Source: an optimization exercise on an open RTL-to-GDS flow (aim: small area, a short achievable clock period and few clock cycles per item). Production flows keep margins and buffers that such runs may drop. Where RTL was checked, it was by simulation tests only, not by an equivalence proof against the original. Power figures rest on the tool's default switching activity, not on a simulated workload.

==> flow/design.v (excerpt) <==
module integer_to_radix_digits
#(
	parameter int MAX_ALPHABET = 16
) (
	input  logic                   clk,
	input  logic                   arst_n,
	input  logic                   cfg_we,
	input  logic [CFG_IDX_W-1:0]   cfg_index,
	input  logic [CFG_W-1:0]       cfg_data,
	input  logic                   in_valid,
	output logic                   in_ready,
	input  logic signed [DATA_W-1:0] value,
	output logic                   out_valid,
	input  logic                   out_ready,
	output logic [CHAR_W-1:0]      out_char,
	output logic                   last_char
);
Settings: LEC_CHECK=0, CAP_MARGIN=20, CORE_MARGIN=2, CORE_UTILIZATION=50, SETUP_SLACK_MARGIN=3.6, SLEW_MARGIN=20; clock period 7.0 ns.
run.sh (not shown) runs the stock make flow with config.mk's settings and CLKGATE_MAP_FILE= SYNTH_SCRIPT=/design/flow/synth_recipe.tcl, a recipe that flattens the netlist after the stock synthesis.
The starting point completed without violations.
Testbench counts at the start, summed over its fixed seeds: cycles 10,277, values 960.
Edit:
- CORE_UTILIZATION: 50 -> 40
- SETUP_SLACK_MARGIN: 3.6 -> 3.0
=> The new run produced a clean layout. Power fell by roughly a tenth. Die area rose by a quarter to a third. Area after synthesis is unchanged. Final cell count rose by a few percent. Register-to-register slack gets better by 98 ps. Via count fell by a few percent. Sequential share of layout area rose by 2.1 points.

========
Another version of the RTL of integer_to_radix_digits (not shown whole).
For scale: ~520 flip-flops, about 34000 um2 of cells after synthesis.
Settings: LEC_CHECK=0, CAP_MARGIN=20, CORE_MARGIN=2, CORE_UTILIZATION=40, SETUP_SLACK_MARGIN=4.5, SLEW_MARGIN=20; clock period 7.0 ns.
The starting point finished clean.
Next try:
--- a/flow/config.mk
+++ b/flow/config.mk
@@ -9,4 +9,4 @@
 export CORE_MARGIN = 2
 export CORE_UTILIZATION = 40
-export SETUP_SLACK_MARGIN = 4.5
+export SETUP_SLACK_MARGIN = 3.5
 export SLEW_MARGIN = 20
Outcome: Total power climbs by 5.0%. Synthesized area does not change. Sequential power climbs by about 1%. Worst hold slack gains 0.0064 ns. Wire length stays flat. Combinational power climbs by 6.4%. Cell count drops by 0.80%.
No run of this note included a check of the RTL's function; only the layout flow was run.

========
integer_to_radix_digits, a different RTL version from the one above (not shown whole).
Size in the first run: roughly 510 flip-flops.
==> flow/config.mk <==
export PLATFORM = sky130hd
export DESIGN_NAME = integer_to_radix_digits
export DESIGN_NICKNAME = integer_to_radix_digits
export VERILOG_FILES = /design/flow/design.v
export SDC_FILE = /design/flow/constraint.sdc
export NUM_CORES = 4
export LEC_CHECK = 0
export ABC_AREA = 1
export CAP_MARGIN = 20
export CORE_MARGIN = 2
export CORE_UTILIZATION = 40
export SLEW_MARGIN = 20
==> flow/constraint.sdc <==
create_clock -name core_clock -period 7.0 [get_ports {clk}]
set_input_delay 1.4000 -clock core_clock [delete_from_list [all_inputs] [get_ports {clk}]]
set_output_delay 1.4000 -clock core_clock [all_outputs]
set_load 0.01 [all_outputs]
The starting point completed with no timing, DRC or antenna violations.
Rerun with:
Settings changed: ABC_AREA 1 to unset.
Outcome: The new run finished with timing, DRC and antenna clean. Global-route usage drops by 1.7 points. Total power drops by 19%. Via count drops by 16%. Final area drops by 3.6%. Count of clock-buffer cells in the layout climbs by 4.
No run of this note included a check of the RTL's function; only the layout flow was run.

========
RTL: one of the versions met above, not the one the previous note started from.
Size in the first run: about 3400 cells after synthesis, ~520 flip-flops, about 110 I/O pins, about 0.034 sq mm of cells after synthesis.
==> flow/config.mk <==
export PLATFORM = sky130hd
export DESIGN_NAME = integer_to_radix_digits
export DESIGN_NICKNAME = integer_to_radix_digits
export VERILOG_FILES = /design/flow/design.v
export SDC_FILE = /design/flow/constraint.sdc
export NUM_CORES = 4
export LEC_CHECK = 0
export CAP_MARGIN = 20
export CORE_MARGIN = 2
export CORE_UTILIZATION = 40
export SLEW_MARGIN = 20
==> flow/constraint.sdc <==
create_clock -name core_clock -period 7.0 [get_ports {clk}]
set_input_delay 1.4000 -clock core_clock [delete_from_list [all_inputs] [get_ports {clk}]]
set_output_delay 1.4000 -clock core_clock [all_outputs]
set_load 0.01 [all_outputs]
Testbench counts at the start, summed over its fixed seeds: cycles 10,277, values 960.
Change:
ABC_AREA = 1   (was unset)
CORE_UTILIZATION = 50   (was 40)
SETUP_SLACK_MARGIN = 3.3   (was unset)
Setup slack gets better by 1700 ps. Via count went up by 18%. Sequential power goes down by about 6%. Global-route usage grows by 5.2 points. Final area goes up by 3.4%. Synthesized area goes up by about 3%. Final cell count went up by 20%. Combinational power goes down by 2.5%.
Change:
CORE_UTILIZATION = 60   (was 50)
PLACE_DENSITY = 0.75   (was unset)
SETUP_SLACK_MARGIN = 3.0   (was 3.3)
Result:
- utilization came out higher by 11 points
- setup slack is worse by 280 ps
- worst hold slack stays flat
- non-clock buffer count came out lower by 37
- via count is higher slightly
- first-iteration DRC count rises by about a fifth
- routed wire length falls by a few percent
- design area went down slightly
- clock skew hardly moves
- sequential cell count stays the same
- sequential share of layout area is higher by 0.56 points
Change:
CORE_UTILIZATION = 40   (was 60)
PLACE_DENSITY = unset   (was 0.75)
Outcome:
- clock-buffer cell count increases by 6
- die area grows by 49%
- clock power hardly moves
- clock skew rose by 23 ps
- final area is higher by 1.1%
- total power decreases by 0.60%
- combinational power goes down by about 0.9%
- final cell count went up by 7.3%

========
Setup of run A:
Starting RTL as in the previous note.
Design integer_to_radix_digits, start of the top module:
module integer_to_radix_digits
#(
	parameter int MAX_ALPHABET = 16
) (
	input  logic                   clk,
	input  logic                   arst_n,
	input  logic                   cfg_we,
	input  logic [CFG_IDX_W-1:0]   cfg_index,
	input  logic [CFG_W-1:0]       cfg_data,
	input  logic                   in_valid,
	output logic                   in_ready,
	input  logic signed [DATA_W-1:0] value,
	output logic                   out_valid,
	input  logic                   out_ready,
	output logic [CHAR_W-1:0]      out_char,
	output logic                   last_char
);
	localparam int K  = 2;                  
	localparam int NV = 2;                  
	localparam int VW = 1;
	localparam int NS = (DATA_W + K - 1) / K;
	localparam int W  = NS * K;
	localparam int S  = 16;                 
	localparam int SW = 4;
	logic [RADIX_W-1:0] alen_q;
	logic               wlo_q;
	logic               whi_q;
	logic [CHAR_W-1:0]  ach_q [16];
	logic [15:0]        badf_q;
	function automatic logic bad_char(input logic [7:0] c);
		bad_char = c[7] || c[6:5] == 2'b00 || c == CHAR_PLUS || c == CHAR_MINUS;
	endfunction
	logic cfg_reg;
	assign cfg_reg = cfg_we && cfg_index != 2'd3;
	always_ff @(posedge clk or negedge arst_n) begin
		if (!arst_n) begin
			alen_q <= '0;
			wlo_q  <= 1'b0;
			whi_q  <= 1'b0;
		end else if (cfg_we) begin
			if (cfg_index == REG_LENGTH)
				alen_q <= cfg_data[RADIX_W-1:0];
			if (cfg_index == REG_LOW)
				wlo_q <= 1'b1;
			if (cfg_index == REG_HIGH)
				whi_q <= 1'b1;
		end
	end
	always_ff @(posedge clk) begin
		if (cfg_we && (cfg_index == REG_LOW || cfg_index == REG_HIGH)) begin
			for (int k = 0; k < 8; k++) begin
				if (cfg_index == REG_LOW) begin
					ach_q[k]  <= cfg_data[8*k +: CHAR_W];
					badf_q[k] <= bad_char(cfg_data[8*k +: 8]);
				end else begin
					ach_q[8+k]  <= cfg_data[8*k +: CHAR_W];
					badf_q[8+k] <= bad_char(cfg_data[8*k +: 8]);
				end
			end
		end
	end
	logic [4:0] nd;          
	logic       r2_q;
	logic       r3_q;
	logic       r4_q;
	logic       nd16_q;      
	logic [3:0] nd4_q;       
	logic [3:0] ndm1_q;      
	logic [3:0] h0_q;        
	logic [3:0] h1_q;        
  ...
Settings: LEC_CHECK=0, ABC_AREA=1, CAP_MARGIN=20, CORE_MARGIN=2, CORE_UTILIZATION=50, SETUP_SLACK_MARGIN=3.45, SLEW_MARGIN=20; clock period 7.0 ns.
Run A: no failed stages, no open violations at the end
Testbench counts of run A, summed over its fixed seeds: cycles 10,277, values 960.
For run B, these inputs were changed with respect to run A:
Settings: a change of SETUP_SLACK_MARGIN from 3.45 to 3.9.
==> comparison <==
Maximum frequency: run B vs run A up about 0.8%
In run B, combinational cell fraction of total power is higher than in run A.
Instance count on the critical path (run B over run A): increase, 1
Delta (run B minus run A): fraction of area in clock buffers and inverters fell 0.65 points; share of the core filled with cells in the final layout rose 9.3 points; post-layout total power rose 0.0045 W; shortest clock period the worst path allows after layout fell 26 ps; number of vias per cell rose about 2.3%.
Run B ran to completion and came out clean on the timing, design-rule and antenna checks.
Comparing run A and run B, power in combinational cells is lower on run A.
Run A was routed with fewer vias than run B.
Buffers plus inverters on the worst setup path in run B is 5 higher than in run A

## what the ideal ports hide
The results above use ideal ports. As a check the final layouts listed here were re-extracted and re-timed, cells and wires unchanged. Step 1, drivers: a clkbuf_16 drives clk and a buf_2 each remaining input, both assumed. Step 2, shift: input delay + t, output delay - t, t = (earliest + latest rising clock arrival at the registers) / 2. This alone moves slack from input paths to output paths. Slacks: no drivers / after step 1 / after step 2; pairs: no drivers / after step 1.
run	shift t [ns]	setup WS [ns]	worst hold slack (ns)	worst register clock-pin slew, ns
the first run of note 1	0.708	2.904 / 2.904 / 2.904	0.374 / 0.374 / 0.374	0.07 / 0.07
the second run of note 1	0.682	3.002 / 3.002 / 2.580	0.411 / 0.411 / 0.411	0.07 / 0.07
the first run of note 2	0.693	2.293 / 2.293 / 2.293	0.366 / 0.366 / 0.366	0.07 / 0.07
the second run of note 2	0.681	2.348 / 2.348 / 2.348	0.372 / 0.372 / 0.372	0.07 / 0.07
the first run of note 3	0.718	1.762 / 1.690 / 2.035	0.475 / 0.475 / 0.475	0.07 / 0.07
the second run of note 3	0.690	1.254 / 1.185 / 1.677	0.451 / 0.451 / 0.451	0.07 / 0.07
the first run of note 4	0.708	1.724 / 1.724 / 1.724	0.344 / 0.344 / 0.344	0.06 / 0.06
the second run of note 4	0.708	3.411 / 3.345 / 2.892	0.357 / 0.357 / 0.357	0.07 / 0.07
the third run of note 4	0.689	3.129 / 3.129 / 2.736	0.354 / 0.354 / 0.354	0.07 / 0.07
the fourth run of note 4	0.688	3.114 / 3.109 / 2.795	0.348 / 0.348 / 0.348	0.07 / 0.07
run A	0.708	3.580 / 3.580 / 2.982	0.357 / 0.357 / 0.357	0.07 / 0.07
run B	0.704	3.606 / 3.606 / 3.381	0.349 / 0.349 / 0.349	0.06 / 0.06
After both steps setup and hold are still met in every run listed. For run A, which loses most, drivers alone change the setup slack by 0.000 ns; drivers and shift together by -0.598 ns.
